Background: an optimization exercise with open tools, aiming at small area, a short achievable clock period and few clock cycles per item. Do not read the settings as production practice.
Where RTL was checked, it was by simulation tests only, not by an equivalence proof against the original.

Design recombination_row_generator_core, start of the top module:
module recombination_row_generator_core (
    input  logic                          clk,
    input  logic                          rst_n,
    input  logic                          in_valid,
    output logic                          in_stall,
    input  logic [rrg_pkg::GENO_W-1:0]    parent_a,
    input  logic [rrg_pkg::GENO_W-1:0]    parent_b,
    output logic                          out_valid,
    input  logic                          out_stall,
    output logic [rrg_pkg::GENO_W-1:0]    zygote,
    output logic [rrg_pkg::PROB_W-1:0]    probability,
    output logic                          last,
    input  logic                          cfg_valid,
    output logic                          cfg_ready,
    input  logic [rrg_pkg::CFG_IDX_W-1:0] cfg_index,
    input  logic [rrg_pkg::RATE_W-1:0]    cfg_data
);
    logic [LOCI_W-1:0] num_loci_reg;
    logic [RATE_W-1:0] rate_reg [RATE_REGS];
    assign cfg_ready = 1'b1;
    always_ff @(posedge clk or negedge rst_n)
    begin
        if (!rst_n)
        begin
            num_loci_reg <= LOCI_W'(1);
            for (int i = 0; i < RATE_REGS; i++)
            begin
                rate_reg[i] <= '0;
            end
        end
        else if (cfg_valid)
        begin
            if (cfg_index == REG_NUM_LOCI)
            begin
                num_loci_reg <= cfg_data[LOCI_W-1:0];
            end
            else if (cfg_index >= REG_RATE_FIRST && cfg_index <= REG_RATE_LAST)
            begin
                rate_reg[cfg_index - REG_RATE_FIRST] <= cfg_data;
            end
        end
    end
    logic [LOCI_W-1:0] n_used;
    always_comb
    begin
        if (num_loci_reg == '0)
            n_used = LOCI_W'(1);
        else if (num_loci_reg > LOCI_W'(MAX_LOCI))
            n_used = LOCI_W'(MAX_LOCI);
        else
            n_used = num_loci_reg;
    end
    logic [GENO_W-1:0] lmask;
    assign lmask = GENO_W'((GENO_W+1)'(1) << n_used) - GENO_W'(1);
    logic [RATE_W-1:0] reff [RATE_REGS];
    always_comb
    begin
        for (int g = 0; g < RATE_REGS; g++)
        begin
            reff[g] = (LOCI_W'(g + 1) < n_used) ? rate_reg[g] : '0;
        end
    end
    localparam logic [2:0] STEP_G1 = 3'd7;    
    logic              eng_run;
    logic              leaf_ok;
  ...
clock: 11.0 ns
lec_check: 0
cap_margin: 20
core_margin: 2
core_utilization: 40
slew_margin: 20
standard.sh (not shown) runs the stock make flow with config.mk's settings and CLKGATE_MAP_FILE= SYNTH_SCRIPT=/design/flow/synth_recipe.tcl, a recipe that flattens the netlist after the stock synthesis.
==> flow/flow/run.sh <==
#!/bin/bash
# Standard layout with a larger setup repair margin, full log kept here.
bash standard.sh SETUP_SLACK_MARGIN=7.5 finish > standard.log 2>&1
Testbench counts at the start, summed over its fixed seeds: cycles 12,880, pairs 240.
Then changed:
==> flow/flow/run.sh (replaced) <==
#!/bin/bash
# Standard layout at higher utilisation with a larger setup repair margin;
# full log kept here.
bash standard.sh CORE_UTILIZATION=60 SETUP_SLACK_MARGIN=7 finish > standard.log 2>&1
Synthesized cell count stays the same.
Sequential share of layout area grows by 0.89 points.
Cell count shrinks by 9.6%.
Routed wire length grows by 3.0%.
Area after synthesis does not change.
Register-to-register slack gets worse by 0.05 ns.
Worst hold slack gets better by 0.036 ns.
Then changed:
==> flow/flow/run.sh (replaced) <==
#!/bin/bash
# Standard layout with ABC's area script and a larger setup repair margin;
# full log kept here.
bash standard.sh ABC_AREA=1 SETUP_SLACK_MARGIN=7 finish > standard.log 2>&1
Core utilization goes down by 22 points.
Setup slack barely changes.
Worst hold slack got worse by 0.0057 ns.
Maximum frequency is about the same.
Routed wire length is higher by 10%.
Critical path depth rose by 1.
Then changed:
==> flow/flow/run.sh (replaced) <==
#!/bin/bash
# Standard layout with a larger setup repair margin, full log kept here.
bash standard.sh SETUP_SLACK_MARGIN=7 finish > standard.log 2>&1
The changed run finished clean.
Clock skew went up by 0.014 ns.
Worst hold slack got worse by 0.0076 ns.
Die area goes down slightly.

* * *

v19:
recombination_row_generator_core, a different RTL version from the one above (not shown whole).
Settings: LEC_CHECK=0, CAP_MARGIN=20, CORE_MARGIN=2, CORE_UTILIZATION=40, SLEW_MARGIN=20; clock period 11.0 ns.
==> flow/flow/run.sh <==
#!/bin/bash
# Standard layout with a larger setup repair margin, repairing only the
# worst endpoints; full log kept here.
bash standard.sh SETUP_SLACK_MARGIN=7.5 TNS_END_PERCENT=0 finish > standard.log 2>&1
v19 completed end to end with timing, DRC and antenna clean.
Testbench counts of v19, summed over its fixed seeds: cycles 13,000, pairs 240.
Here is what was changed in the inputs of v39 compared with v19.
==> flow/flow/run.sh <==
#!/bin/bash
# Standard layout with a larger setup repair margin, full log kept here.
bash standard.sh SETUP_SLACK_MARGIN=7.5 finish > standard.log 2>&1
[summary]
Compared with v19, v39 supports a higher clock frequency. v39 reports a higher met1 wire length than v19 does. On fraction of met2 tracks used by global routing: v39 sits above v19. Where total wire length after detailed routing is concerned, v19 is better than v39. Between v39 and v19, it is v39 whose setup slack is higher, by 0.025 ns.

* * *

recombination_row_generator_core, a different RTL version from the one above (not shown whole).
==> flow/config.mk <==
export PLATFORM = sky130hd
export DESIGN_NAME = recombination_row_generator_core
export DESIGN_NICKNAME = recombination_row_generator_core
export VERILOG_FILES = /design/flow/design.v
export SDC_FILE = /design/flow/constraint.sdc
export NUM_CORES = 4
export LEC_CHECK = 0
export CAP_MARGIN = 20
export CORE_MARGIN = 2
export CORE_UTILIZATION = 40
export SLEW_MARGIN = 20
==> flow/constraint.sdc <==
create_clock -name core_clock -period 11.0 [get_ports {clk}]
set_input_delay 2.2000 -clock core_clock [delete_from_list [all_inputs] [get_ports {clk}]]
set_output_delay 2.2000 -clock core_clock [all_outputs]
set_load 0.01 [all_outputs]
==> flow/flow/run.sh <==
#!/bin/bash
# Standard layout with a larger setup repair margin, full log kept here.
bash standard.sh SETUP_SLACK_MARGIN=8 finish > standard.log 2>&1
The starting point passed the timing, DRC and antenna checks.
Testbench counts at the start, summed over its fixed seeds: cycles 13,160, pairs 240.
Rerun with:
==> flow/flow/run.sh (replaced) <==
#!/bin/bash
# Standard layout with a larger setup repair margin, full log kept here.
bash standard.sh SETUP_SLACK_MARGIN=7 finish > standard.log 2>&1
Flip-flop and latch count stays the same.
Clock skew rises by 0.0036 ns.

* * *

RTL: one of the versions met above, not the one the previous note started from.
For scale: roughly 4900 cells after synthesis, roughly 1400 flip-flops, about 63 I/O pins, ~60000 um2 of cells after synthesis.
==> flow/design.v (excerpt) <==
module recombination_row_generator_core (
    input  logic                          clk,
    input  logic                          rst_n,
    input  logic                          in_valid,
    output logic                          in_stall,
    input  logic [rrg_pkg::GENO_W-1:0]    parent_a,
    input  logic [rrg_pkg::GENO_W-1:0]    parent_b,
    output logic                          out_valid,
    input  logic                          out_stall,
    output logic [rrg_pkg::GENO_W-1:0]    zygote,
    output logic [rrg_pkg::PROB_W-1:0]    probability,
    output logic                          last,
    input  logic                          cfg_valid,
    output logic                          cfg_ready,
    input  logic [rrg_pkg::CFG_IDX_W-1:0] cfg_index,
    input  logic [rrg_pkg::RATE_W-1:0]    cfg_data
);
export LEC_CHECK = 0
export CAP_MARGIN = 20
export CORE_MARGIN = 2
export CORE_UTILIZATION = 40
export SLEW_MARGIN = 20
create_clock -name core_clock -period 11.0 [get_ports {clk}]
==> flow/flow/run.sh <==
#!/bin/bash
# Standard layout with a larger setup repair margin, repairing only the
# worst endpoints; full log kept here.
bash standard.sh SETUP_SLACK_MARGIN=7.5 TNS_END_PERCENT=10 finish > standard.log 2>&1
The baseline produced a clean layout.
Testbench counts at the start, summed over its fixed seeds: cycles 13,000, pairs 240.
==> next run, changes <==
==> flow/flow/run.sh (replaced) <==
#!/bin/bash
# Standard layout with a larger setup repair margin, full log kept here.
bash standard.sh SETUP_SLACK_MARGIN=7.25 finish > standard.log 2>&1
After rerunning:
- setup slack is worse by 0.068 ns
- global-route usage rises by 0.14 points
- final area goes down slightly
- routed wire length shrinks slightly
- non-clock buffer count is lower by 24
- count of clock-buffer cells in the layout grows by 12
- sequential cell count stays the same
- clock skew came out higher by 0.025 ns

* * *

Another version of the RTL of recombination_row_generator_core (not shown whole).
For scale: ~4600 cells after synthesis, ~1100 flip-flops, roughly 63 I/O pins, ~58000 sq um of cells after synthesis.
==> flow/config.mk <==
export PLATFORM = sky130hd
export DESIGN_NAME = recombination_row_generator_core
export DESIGN_NICKNAME = recombination_row_generator_core
export VERILOG_FILES = /design/flow/design.v
export SDC_FILE = /design/flow/constraint.sdc
export NUM_CORES = 4
export LEC_CHECK = 0
export CAP_MARGIN = 20
export CORE_MARGIN = 2
export CORE_UTILIZATION = 40
export SLEW_MARGIN = 20
==> flow/constraint.sdc <==
create_clock -name core_clock -period 11.0 [get_ports {clk}]
set_input_delay 2.2000 -clock core_clock [delete_from_list [all_inputs] [get_ports {clk}]]
set_output_delay 2.2000 -clock core_clock [all_outputs]
set_load 0.01 [all_outputs]
==> flow/flow/run.sh <==
#!/bin/bash
# Standard layout with a larger setup repair margin, full log kept here.
bash standard.sh SETUP_SLACK_MARGIN=7 finish > standard.log 2>&1
The starting point completed with no timing, DRC or antenna violations.
Next try:
==> flow/run.sh (new file) <==
#!/bin/bash
# synth_recipe.tcl (not shown) runs the flow's synth.tcl, then flattens the netlist and writes it again
# the make line also repeats each setting of config.mk as NAME=value (left out here)
make -C /OpenROAD-flow-scripts/flow DESIGN_CONFIG=/design/flow/config.mk WORK_HOME=/design/flow/orfs CLKGATE_MAP_FILE= SYNTH_SCRIPT=/design/flow/synth_recipe.tcl finish
removed: flow/flow/run.sh
removed: flow/standard.sh
The changed run finished clean; global-route usage is about the same; maximum frequency shrinks by 14%; worst setup slack got worse by 0.74 ns; die area does not change.
Next try:
==> flow/flow/run.sh (new file) <==
#!/bin/bash
# Standard layout, full log kept in this folder.
bash standard.sh > standard.log 2>&1
==> flow/standard.sh (new file) <==
#!/bin/bash
# synth_recipe.tcl (not shown) runs the flow's synth.tcl, then flattens the netlist and writes it again
# the make line also repeats each setting of config.mk as NAME=value (left out here)
make -C /OpenROAD-flow-scripts/flow DESIGN_CONFIG=/design/flow/config.mk WORK_HOME=/design/flow/orfs CLKGATE_MAP_FILE= SYNTH_SCRIPT=/design/flow/synth_recipe.tcl "${@:-finish}"
removed: flow/run.sh
After rerunning: Count of clock-buffer cells in the layout is unchanged. Clock skew stays the same. Cell count does not change. Synthesized area does not change. Global-route usage does not change. Cell area stays the same.
No run of this note included a check of the RTL's function; only the layout flow was run.

separate check: timing with driven ports:
The results above use ideal ports. As a check the final layouts listed here were re-extracted and re-timed, cells and wires unchanged. Step 1 (the two cells are an assumption about what drives the block):
set clk [get_ports {clk}]
set_driving_cell -lib_cell sky130_fd_sc_hd__clkbuf_16 $clk
set_driving_cell -lib_cell sky130_fd_sc_hd__buf_2 [delete_from_list [all_inputs] $clk]
Step 2 adds t to the input delays and takes it off the output delays; t is the mean of the earliest and latest rising clock arrival at the registers after step 1. Input paths then give back, and output paths get back, about the clock's delay inside the block. Three values: ideal, step 1, step 2; two values: the first two.
run	t (ns)	setup slack, ns	worst setup path after step 2	slew at the worst register clock pin (ns)	worst data-port slew with drivers (ns)
the first run of note 1	0.786	6.898 / 6.898 / 6.891	input to register	0.07 / 0.07	0.03
the second run of note 1	0.781	6.849 / 6.849 / 6.311	input to register	0.07 / 0.07	0.06
the third run of note 1	0.790	6.848 / 6.848 / 6.500	input to register	0.07 / 0.07	0.04
the fourth run of note 1	0.785	6.933 / 6.933 / 6.359	input to register	0.07 / 0.07	0.04
v19	0.822	7.338 / 7.294 / 6.559	input to register	0.06 / 0.06	0.03
v39	0.817	7.363 / 7.289 / 6.758	input to register	0.07 / 0.07	0.03
the first run of note 3	0.775	6.753 / 6.753 / 6.753	register to register	0.07 / 0.07	0.05
the second run of note 3	0.776	6.784 / 6.784 / 6.481	input to register	0.07 / 0.07	0.03
the first run of note 4	0.816	7.400 / 7.328 / 6.670	input to register	0.07 / 0.07	0.04
the second run of note 4	0.822	7.332 / 7.266 / 6.560	input to register	0.06 / 0.06	0.03
the first run of note 5	0.766	6.418 / 6.418 / 6.371	input to register	0.07 / 0.07	0.04
the second run of note 5	0.752	5.680 / 5.680 / 5.680	register to register	0.07 / 0.07	0.04
the third run of note 5	0.752	5.680 / 5.680 / 5.680	register to register	0.07 / 0.07	0.04
After both steps setup and hold are still met in every run listed. For v19, which loses most, drivers alone change the setup slack by -0.044 ns; drivers and shift together by -0.779 ns.
